This is an optimization exercise on Yosys and OpenROAD, whose aim is small area, not a production implementation.
The RTL was checked by simulation tests, not by an equivalence proof against the original design.
No activity file was given, so power comes from the tool's default toggle rates. No driver is modelled on the clock port, so clocking that relies on it looks cheaper here than on a real chip.

## calcTop
module calcTop (
	input  logic                    clk,
	input  logic                    rst,
	input  logic [3:0]              nibble,
	input  logic                    knobA,
	input  logic                    knobB,
	input  logic                    button,
	input  logic                    dispReady,
	output logic                    dispValid,
	output logic [1:0]              dispMode,
	output logic [5-1:0] dispAddrA,
	output logic [5-1:0] dispAddrB,
	output logic [16-1:0] dispDataA,
	output logic [16-1:0] dispDataB
);
Settings: LEC_CHECK=0, CAP_MARGIN=20, CORE_MARGIN=2, CORE_UTILIZATION=45, SLEW_MARGIN=20; clock period 6.0 ns.
run.sh (not shown) runs the stock make flow with config.mk's settings and CLKGATE_MAP_FILE= SYNTH_SCRIPT=/design/flow/synth_recipe.tcl, a recipe that flattens the netlist after the stock synthesis.
==> next run, changes <==
==> flow/flow/run.sh (new file) <==
#!/bin/bash
# Standard ORFS layout with smaller port buffers and a leaner clock tree.
set -euo pipefail
export BUFFER_PORTS_ARGS="-buffer_cell sky130_fd_sc_hd__buf_1"
export CTS_ARGS="-sink_clustering_enable -repair_clock_nets -dont_use_dummy_load -buf_list sky130_fd_sc_hd__clkbuf_16 -sink_clustering_size 30 -sink_clustering_max_diameter 100"
bash standard.sh finish > flow_make.log 2>&1
==> flow/standard.sh (new file) <==
#!/bin/bash
# synth_recipe.tcl (not shown) runs the flow's synth.tcl, then flattens the netlist and writes it again
# the make line also repeats each setting of config.mk as NAME=value (left out here)
make -C /OpenROAD-flow-scripts/flow DESIGN_CONFIG=/design/flow/config.mk WORK_HOME=/design/flow/orfs CLKGATE_MAP_FILE= SYNTH_SCRIPT=/design/flow/synth_recipe.tcl "${@:-finish}"
removed: flow/run.sh
What happened: The changed run finished clean; clock power is lower by 48%; final cell count is lower by 4.7%; wire length is lower by 4.5%.


calcTop, a different RTL version from the one above (not shown whole).
Size in the first run: ~580 flip-flops, ~55 I/O pins, roughly 14000 um^2 of cells after synthesis.
Design calcTop, start of the top module:
module calcTop (
	input  logic                    clk,
	input  logic                    rst,
	input  logic [3:0]              nibble,
	input  logic                    knobA,
	input  logic                    knobB,
	input  logic                    button,
	input  logic                    dispReady,
	output logic                    dispValid,
	output logic [1:0]              dispMode,
	output logic [5-1:0] dispAddrA,
	output logic [5-1:0] dispAddrB,
	output logic [16-1:0] dispDataA,
	output logic [16-1:0] dispDataB
);
==> flow/config.mk <==
export PLATFORM = sky130hd
export DESIGN_NAME = calcTop
export DESIGN_NICKNAME = calcTop
export VERILOG_FILES = /design/flow/design.v
export SDC_FILE = /design/flow/constraint.sdc
export NUM_CORES = 4
export LEC_CHECK = 0
export ABC_AREA = 1
export CAP_MARGIN = 20
export CORE_MARGIN = 2
export CORE_UTILIZATION = 45
export SLEW_MARGIN = 20
==> flow/constraint.sdc <==
create_clock -name core_clock -period 6.0 [get_ports {clk}]
set_input_delay 1.2000 -clock core_clock [delete_from_list [all_inputs] [get_ports {clk}]]
set_output_delay 1.2000 -clock core_clock [all_outputs]
set_load 0.01 [all_outputs]
standard.sh (not shown) runs the stock make flow with config.mk's settings and CLKGATE_MAP_FILE= SYNTH_SCRIPT=/design/flow/synth_recipe.tcl, a recipe that flattens the netlist after the stock synthesis.
==> flow/flow/run.sh <==
#!/bin/bash
# Standard ORFS layout with smaller port buffers and a leaner clock tree.
set -euo pipefail
export BUFFER_PORTS_ARGS="-buffer_cell sky130_fd_sc_hd__buf_1"
export CTS_ARGS="-sink_clustering_enable -repair_clock_nets -dont_use_dummy_load -buf_list {sky130_fd_sc_hd__clkbuf_8 sky130_fd_sc_hd__clkbuf_16} -sink_clustering_size 20 -sink_clustering_max_diameter 60"
bash standard.sh finish > flow_make.log 2>&1
The starting point completed with no timing, DRC or antenna violations.
Change:
==> flow/flow/run.sh (replaced) <==
#!/bin/bash
# Standard ORFS layout with three changes: ABC maps the logic with an
# area-oriented script (flow/abc_area.script), ports get the smallest buffer,
# and the clock tree uses large clusters of clkbuf_16 without dummy loads.
set -euo pipefail
here=$(pwd)
# synth_recipe.tcl with every abc call pointed at our script
{
  echo 'proc synth {args} { yosys synth -nofsm -noshare {*}$args }'
  echo "proc abc {args} { set i [lsearch \$args -script]; lset args [expr {\$i+1}] $here/flow/abc_area.script; yosys abc {*}\$args }"
  tail -n +2 synth_recipe.tcl
} > flow_synth.tcl
export BUFFER_PORTS_ARGS="-buffer_cell sky130_fd_sc_hd__buf_1"
export CTS_ARGS="-sink_clustering_enable -repair_clock_nets -dont_use_dummy_load -buf_list sky130_fd_sc_hd__clkbuf_16 -sink_clustering_size 30 -sink_clustering_max_diameter 100"
bash standard.sh SYNTH_SCRIPT=$here/flow_synth.tcl finish > flow_make.log 2>&1
==> flow/flow/abc_area.script (new file) <==
strash
&get -n
&deepsyn -T 60
&put
dch -f
map -a
strash
dch -f
map -a
topo
--- a/flow/config.mk
+++ b/flow/config.mk
@@ -8 +7,0 @@
-export ABC_AREA = 1
@@ -11 +10 @@
-export CORE_UTILIZATION = 45
+export CORE_UTILIZATION = 70
What happened: Register-to-register slack loses 430 ps. Core utilization rises by 27 points. Die area falls by 37%. Power falls by 5.9%. Wire length rises by 23%. Via count falls by 1.1%. Global-route usage rises by 13 points. Setup slack loses 220 ps. Synthesized cell count falls by 12%.
Change:
--- a/flow/flow/run.sh
+++ b/flow/flow/run.sh
@@ -14 +14 @@
-export CTS_ARGS="-sink_clustering_enable -repair_clock_nets -dont_use_dummy_load -buf_list sky130_fd_sc_hd__clkbuf_16 -sink_clustering_size 30 -sink_clustering_max_diameter 100"
+export CTS_ARGS="-sink_clustering_enable -repair_clock_nets -dont_use_dummy_load -buf_list sky130_fd_sc_hd__clkbuf_16 -sink_clustering_size 36 -sink_clustering_max_diameter 80"
==> flow/flow/abc_area.script (replaced) <==
strash
&get -n
&deepsyn -T 60
&put
dch -f
amap
topo
--- a/flow/config.mk
+++ b/flow/config.mk
@@ -10 +10,2 @@
-export CORE_UTILIZATION = 70
+export CORE_UTILIZATION = 85
+export PLACE_DENSITY = 0.9
- The changed run ended with an error in clock tree synthesis (4_1_cts) (DPL-0033)
- synthesized area falls by 0.54%
- synthesized cell count drops by 3.7%
Change:
--- a/flow/flow/run.sh
+++ b/flow/flow/run.sh
@@ -14 +14 @@
-export CTS_ARGS="-sink_clustering_enable -repair_clock_nets -dont_use_dummy_load -buf_list sky130_fd_sc_hd__clkbuf_16 -sink_clustering_size 36 -sink_clustering_max_diameter 80"
+export CTS_ARGS="-sink_clustering_enable -repair_clock_nets -dont_use_dummy_load -buf_list sky130_fd_sc_hd__clkbuf_16 -sink_clustering_size 34 -sink_clustering_max_diameter 80"
--- a/flow/config.mk
+++ b/flow/config.mk
@@ -10,2 +10 @@
-export CORE_UTILIZATION = 85
-export PLACE_DENSITY = 0.9
+export CORE_UTILIZATION = 70
What happened: The changed run produced a clean layout; synthesized cell count is unchanged; synthesized area does not change.
Change:
--- a/flow/flow/run.sh
+++ b/flow/flow/run.sh
@@ -14 +14 @@
-export CTS_ARGS="-sink_clustering_enable -repair_clock_nets -dont_use_dummy_load -buf_list sky130_fd_sc_hd__clkbuf_16 -sink_clustering_size 34 -sink_clustering_max_diameter 80"
+export CTS_ARGS="-sink_clustering_enable -repair_clock_nets -dont_use_dummy_load -buf_list sky130_fd_sc_hd__clkbuf_16 -sink_clustering_size 40 -sink_clustering_max_diameter 60"
--- a/flow/config.mk
+++ b/flow/config.mk
@@ -10 +10,2 @@
-export CORE_UTILIZATION = 70
+export CORE_UTILIZATION = 85
+export PLACE_DENSITY = 0.9
With this change the flow aborted during clock tree synthesis (4_1_cts) with DPL-0033; synthesized cell count is unchanged; synthesized area does not change.


The RTL this note starts from:
==> flow/design.v <==
module calcTop (
	input  logic                    clk,
	input  logic                    rst,
	input  logic [3:0]              nibble,
	input  logic                    knobA,
	input  logic                    knobB,
	input  logic                    button,
	input  logic                    dispReady,
	output logic                    dispValid,
	output logic [1:0]              dispMode,
	output logic [5-1:0] dispAddrA,
	output logic [5-1:0] dispAddrB,
	output logic [16-1:0] dispDataA,
	output logic [16-1:0] dispDataB
);
	localparam logic [2:0] sEntry = 3'd0;   
	localparam logic [2:0] sWait  = 3'd1;   
	localparam logic [2:0] sRead  = 3'd2;   
	localparam logic [2:0] sAlu   = 3'd3;   
	localparam logic [2:0] sWrite = 3'd4;   
	localparam logic [2:0] sShow  = 3'd5;   
	logic [1:0] syncA;
	logic [1:0] syncB;
	logic       armed;
	logic       detent;
	always_ff @(posedge clk) begin
		if (rst) begin
			syncA <= '0;
			syncB <= '0;
			armed <= 1'b0;
		end else begin
			syncA <= {syncA[0], knobA};
			syncB <= {syncB[0], knobB};
			if (!syncA[1] && !syncB[1]) begin
				armed <= 1'b1;
			end else if (detent) begin
				armed <= 1'b0;
			end
		end
	end
	assign detent = armed && syncA[1] && syncB[1];
	logic [2:0]  state;
	logic [3:0]  cnt;
	logic [2:0]  op;
	logic [4:0]  addrA;
	logic [4:0]  addrB;    
	logic [4:0]  addrW;
	logic [15:0] acc;
	logic [15:0] opB;
	logic        carry;
	logic [4:0]  pos;
	logic        clearing;
	logic [511:0] ring;
	wire [15:0] tail = ring[511:496];
	wire        wrap = &pos;
	logic [3:0] posW;
	logic [3:0] last;
	always_comb begin
		case (op)
			3'd0:         begin posW = 4'd1; last = 4'd6;  end
			3'd1:            begin posW = 4'd3; last = 4'd2;  end
			3'd2:           begin posW = 4'd3; last = 4'd4;  end
			3'd3:  begin posW = 4'd3; last = 4'd8;  end
			3'd4: begin posW = 4'd5; last = 4'd10; end
			3'd7:               begin posW = 4'd4; last = 4'd5;  end
			default:               begin posW = 4'd5; last = 4'd6;  end
		endcase
	end
	wire opImm   = (op == 3'd0) || (op == 3'd3) || (op == 3'd4);
	wire opAlu   = (op == 3'd5) || (op == 3'd6) || (op == 3'd7);
	wire opShl   = (op == 3'd7);
	wire opSub   = (op == 3'd6);
	wire modeAB  = (op == 3'd2) || (op == 3'd4);
	wire modeW   = (op == 3'd0) || opAlu;
	wire needB   = modeAB || (op == 3'd5) || opSub;
	wire wrNow   = (state == sWrite) && (pos == addrW) && !clearing;
	wire capAcc  = (state == sRead) && (pos == addrA) && !opShl;
	wire capB    = (state == sRead) && (pos == (opShl ? addrA : addrB)) && (needB || opShl);
	wire shlGo   = pos[4] || (pos[3:0] >= addrB[3:0]);
	wire aluA    = acc[0] && !opShl;
	wire aluB    = opShl ? (opB[0] && shlGo) : (opB[0] ^ opSub);
	wire aluSum  = aluA ^ aluB ^ carry;
	wire aluCy   = (aluA && aluB) || (carry && (aluA ^ aluB));
	wire [15:0] headIn = wrNow ? acc : (clearing ? 16'd0 : tail);
	always_ff @(posedge clk) begin
		ring <= {ring[495:0], headIn};
	end
	always_ff @(posedge clk) begin
		if (rst) begin
			pos      <= '0;
			clearing <= 1'b1;
		end else begin
			pos <= pos + 5'd1;
			if (wrap) begin
				clearing <= 1'b0;
			end
		end
	end
	always_ff @(posedge clk) begin
		if (rst) begin
			state <= sEntry;
			cnt   <= '0;
		end else begin
			case (state)
				sEntry: begin
					if (button) begin
						cnt <= '0;
					end else if (detent) begin
						if (cnt == 4'd0) begin
							cnt <= 4'd1;
						end else if (cnt == last) begin
							cnt   <= '0;
							state <= opImm ? sWrite : sWait;
						end else begin
							cnt <= cnt + 4'd1;
						end
					end
				end
				sWait: begin
					if (wrap) begin
						state <= sRead;
					end
				end
				sRead: begin
					if (wrap) begin
						state <= opAlu ? sAlu : sShow;
					end
				end
				sAlu: begin
					if (wrap) begin
						state <= sWrite;
					end
				end
				sWrite: begin
					if (wrNow) begin
						state <= opImm ? sWait : sShow;
					end
				end
				sShow: begin
					if (dispReady) begin
						state <= sEntry;
					end
				end
				default: state <= sEntry;
			endcase
		end
	end
	always_ff @(posedge clk) begin
		if (state == sEntry && !button && detent) begin
			if (cnt == 4'd0) begin
				op <= nibble[2:0];
			end
			if (cnt == 4'd1) begin
				addrA[3:0] <= nibble;
			end
			if (cnt == 4'd2) begin
				addrA[4] <= nibble[0];
			end
			if (cnt == 4'd3) begin
				addrB[3:0] <= nibble;
			end
			if (cnt == 4'd4) begin
				addrB[4] <= nibble[0];
			end
			if (cnt == posW) begin
				addrW[3:0] <= nibble;
			end
			if (cnt == posW + 4'd1) begin
				addrW[4] <= nibble[0];
			end
		end
	end
	always_ff @(posedge clk) begin
		if (state == sEntry) begin
			if (detent) begin
				acc <= {nibble, acc[15:4]};
			end
		end else if (state == sAlu) begin
			if (!pos[4]) begin
				acc <= {aluSum, acc[15:1]};
			end
		end else if (capAcc) begin
			acc <= tail;
		end
		if (state == sAlu) begin
			if (!opShl || shlGo) begin
				opB <= {1'b0, opB[15:1]};
			end
		end else if (capB) begin
			opB <= tail;
		end else if (state == sRead && !needB && !opShl) begin
			opB <= {1'b0, opB[15:1]};
		end
		carry <= (state == sAlu) ? aluCy : opSub;
	end
	assign dispValid = (state == sShow);
	assign dispMode  = modeW ? 2'd1 : (modeAB ? 2'd3 : 2'd2);
	assign dispAddrA = modeW ? addrW : addrA;
	assign dispAddrB = modeAB ? addrB : '0;
	assign dispDataA = acc;
	assign dispDataB = opB;
endmodule
==> flow/config.mk <==
export PLATFORM = sky130hd
export DESIGN_NAME = calcTop
export DESIGN_NICKNAME = calcTop
export VERILOG_FILES = /design/flow/design.v
export SDC_FILE = /design/flow/constraint.sdc
export NUM_CORES = 4
export LEC_CHECK = 0
export CAP_MARGIN = 20
export CORE_MARGIN = 2
export CORE_UTILIZATION = 70
export SLEW_MARGIN = 20
==> flow/constraint.sdc <==
create_clock -name core_clock -period 6.0 [get_ports {clk}]
set_input_delay 1.2000 -clock core_clock [delete_from_list [all_inputs] [get_ports {clk}]]
set_output_delay 1.2000 -clock core_clock [all_outputs]
set_load 0.01 [all_outputs]
==> flow/flow/run.sh <==
#!/bin/bash
# Standard ORFS layout with three changes: ABC maps the logic with an
# area-oriented script (flow/abc_area.script), ports get the smallest buffer,
# and the clock tree uses large clusters of clkbuf_16 without dummy loads.
set -euo pipefail
here=$(pwd)
# synth_recipe.tcl with every abc call pointed at our script
{
  echo 'proc synth {args} { yosys synth -nofsm -noshare {*}$args }'
  echo "proc abc {args} { set i [lsearch \$args -script]; lset args [expr {\$i+1}] $here/flow/abc_area.script; yosys abc {*}\$args }"
  tail -n +2 synth_recipe.tcl
} > flow_synth.tcl
export BUFFER_PORTS_ARGS="-buffer_cell sky130_fd_sc_hd__buf_1"
export CTS_ARGS="-sink_clustering_enable -repair_clock_nets -dont_use_dummy_load -buf_list sky130_fd_sc_hd__clkbuf_16 -sink_clustering_size 30 -sink_clustering_max_diameter 100"
bash standard.sh SYNTH_SCRIPT=$here/flow_synth.tcl finish > flow_make.log 2>&1
==> flow/flow/abc_area.script <==
strash
&get -n
&deepsyn -T 60
&put
dch -f
amap
topo
The baseline went through all stages and came out clean.
Then changed:
==> flow/flow/run.sh (replaced) <==
#!/bin/bash
# Standard ORFS layout with smaller port buffers and a leaner clock tree.
set -euo pipefail
export BUFFER_PORTS_ARGS="-buffer_cell sky130_fd_sc_hd__buf_1"
export CTS_ARGS="-sink_clustering_enable -repair_clock_nets -dont_use_dummy_load -buf_list sky130_fd_sc_hd__clkbuf_16 -sink_clustering_size 32 -sink_clustering_max_diameter 60"
bash standard.sh finish > flow_make.log 2>&1
ABC_AREA = 1   (was not set)
CORE_UTILIZATION = 45   (was 70)
removed: flow/flow/abc_area.script
Routed wire length decreases by roughly a tenth.
Sequential share of layout area decreases by 3.9 points.
Global-route usage decreases by 11 points.
First-iteration DRC count decreases by a quarter to a third.
Die area increases by well over a third.
Synthesized cell count increases by about a fifth.
Then changed:
==> flow/flow/run.sh (replaced) <==
#!/bin/bash
# Standard ORFS layout with three changes: ABC maps the logic with an
# area-oriented script (flow/abc_area.script), ports get the smallest buffer,
# and the clock tree uses large clusters of clkbuf_16 without dummy loads.
set -euo pipefail
here=$(pwd)
# synth_recipe.tcl with every abc call pointed at our script
{
  echo 'proc synth {args} { yosys synth -nofsm -noshare {*}$args }'
  echo "proc abc {args} { set i [lsearch \$args -script]; lset args [expr {\$i+1}] $here/flow/abc_area.script; yosys abc {*}\$args }"
  tail -n +2 synth_recipe.tcl
} > flow_synth.tcl
export BUFFER_PORTS_ARGS="-buffer_cell sky130_fd_sc_hd__buf_1"
export CTS_ARGS="-sink_clustering_enable -repair_clock_nets -dont_use_dummy_load -buf_list sky130_fd_sc_hd__clkbuf_16 -sink_clustering_size 36 -sink_clustering_max_diameter 80"
bash standard.sh SYNTH_SCRIPT=$here/flow_synth.tcl finish > flow_make.log 2>&1
==> flow/flow/abc_area.script (new file) <==
strash
&get -n
&deepsyn -T 60
&put
dch -f
amap
topo
ABC_AREA = not set   (was 1)
CORE_UTILIZATION = 70   (was 45)
Maximum frequency is lower by 9.3%.
First-iteration DRC count increases by 51%.
Total power goes down by 3.8%.
Clock-buffer cell count drops by 7.
Final area goes down by 5.3%.
Area after synthesis went down by 4.0%.
Via count decreases by 3.7%.
Then changed:
==> flow/flow/run.sh (replaced) <==
#!/bin/bash
# Standard ORFS layout with smaller port buffers and a leaner clock tree.
set -euo pipefail
export BUFFER_PORTS_ARGS="-buffer_cell sky130_fd_sc_hd__buf_1"
export CTS_ARGS="-sink_clustering_enable -repair_clock_nets -dont_use_dummy_load -buf_list sky130_fd_sc_hd__clkbuf_16 -sink_clustering_size 40 -sink_clustering_max_diameter 50"
bash standard.sh finish > flow_make.log 2>&1
ABC_AREA = 1   (was not set)
removed: flow/flow/abc_area.script
After rerunning:
- via count rises by 8.7%
- setup slack gains 0.50 ns
- clock skew rises by 0.025 ns
- worst hold slack loses 0.014 ns
- clock power rises by 23%
- synthesized area rises by 4.2%
- global-route usage falls by 1.2 points

what the ideal ports hide:
The results above use ideal ports. As a check the final layouts listed here were re-extracted and re-timed, cells and wires unchanged. Step 1 assumes that a clkbuf_16 drives the clock port and a buf_2 every other input. Step 2 adds t to the input delays and takes it off the output delays; t is the mean of the earliest and latest rising clock arrival at the registers after step 1. Input paths then give back, and output paths get back, about the clock's delay inside the block. Three values: ideal, step 1, step 2; two values: the first two.
run | shift t [ns] | setup WS [ns] | hold WS [ns] | worst setup path after step 2 | worst slew at a driven data input, ns
the first run of note 1 | 0.603 | 1.617 / 1.571 / 2.174 | 0.309 / 0.309 / 0.309 | register to output | 0.04
the second run of note 1 | 0.577 | 1.953 / 1.905 / 2.481 | 0.304 / 0.304 / 0.304 | register to output | 0.04
the first run of note 2 | 0.548 | 2.532 / 2.488 / 2.861 | 0.294 / 0.294 / 0.294 | register to register | 0.04
the second run of note 2 | 0.580 | 2.317 / 2.270 / 2.431 | 0.293 / 0.293 / 0.293 | register to register | 0.04
the fourth run of note 2 | 0.569 | 2.100 / 2.054 / 2.388 | 0.289 / 0.289 / 0.289 | register to register | 0.03
the first run of note 3 | 0.572 | 2.102 / 2.055 / 2.293 | 0.285 / 0.285 / 0.285 | register to register | 0.03
the second run of note 3 | 0.585 | 2.470 / 2.426 / 2.859 | 0.303 / 0.303 / 0.303 | register to register | 0.04
the third run of note 3 | 0.562 | 2.108 / 2.061 / 2.310 | 0.308 / 0.308 / 0.308 | register to register | 0.03
the fourth run of note 3 | 0.601 | 2.611 / 2.564 / 2.874 | 0.294 / 0.294 / 0.294 | register to register | 0.03
After both steps every run listed still meets setup and hold.
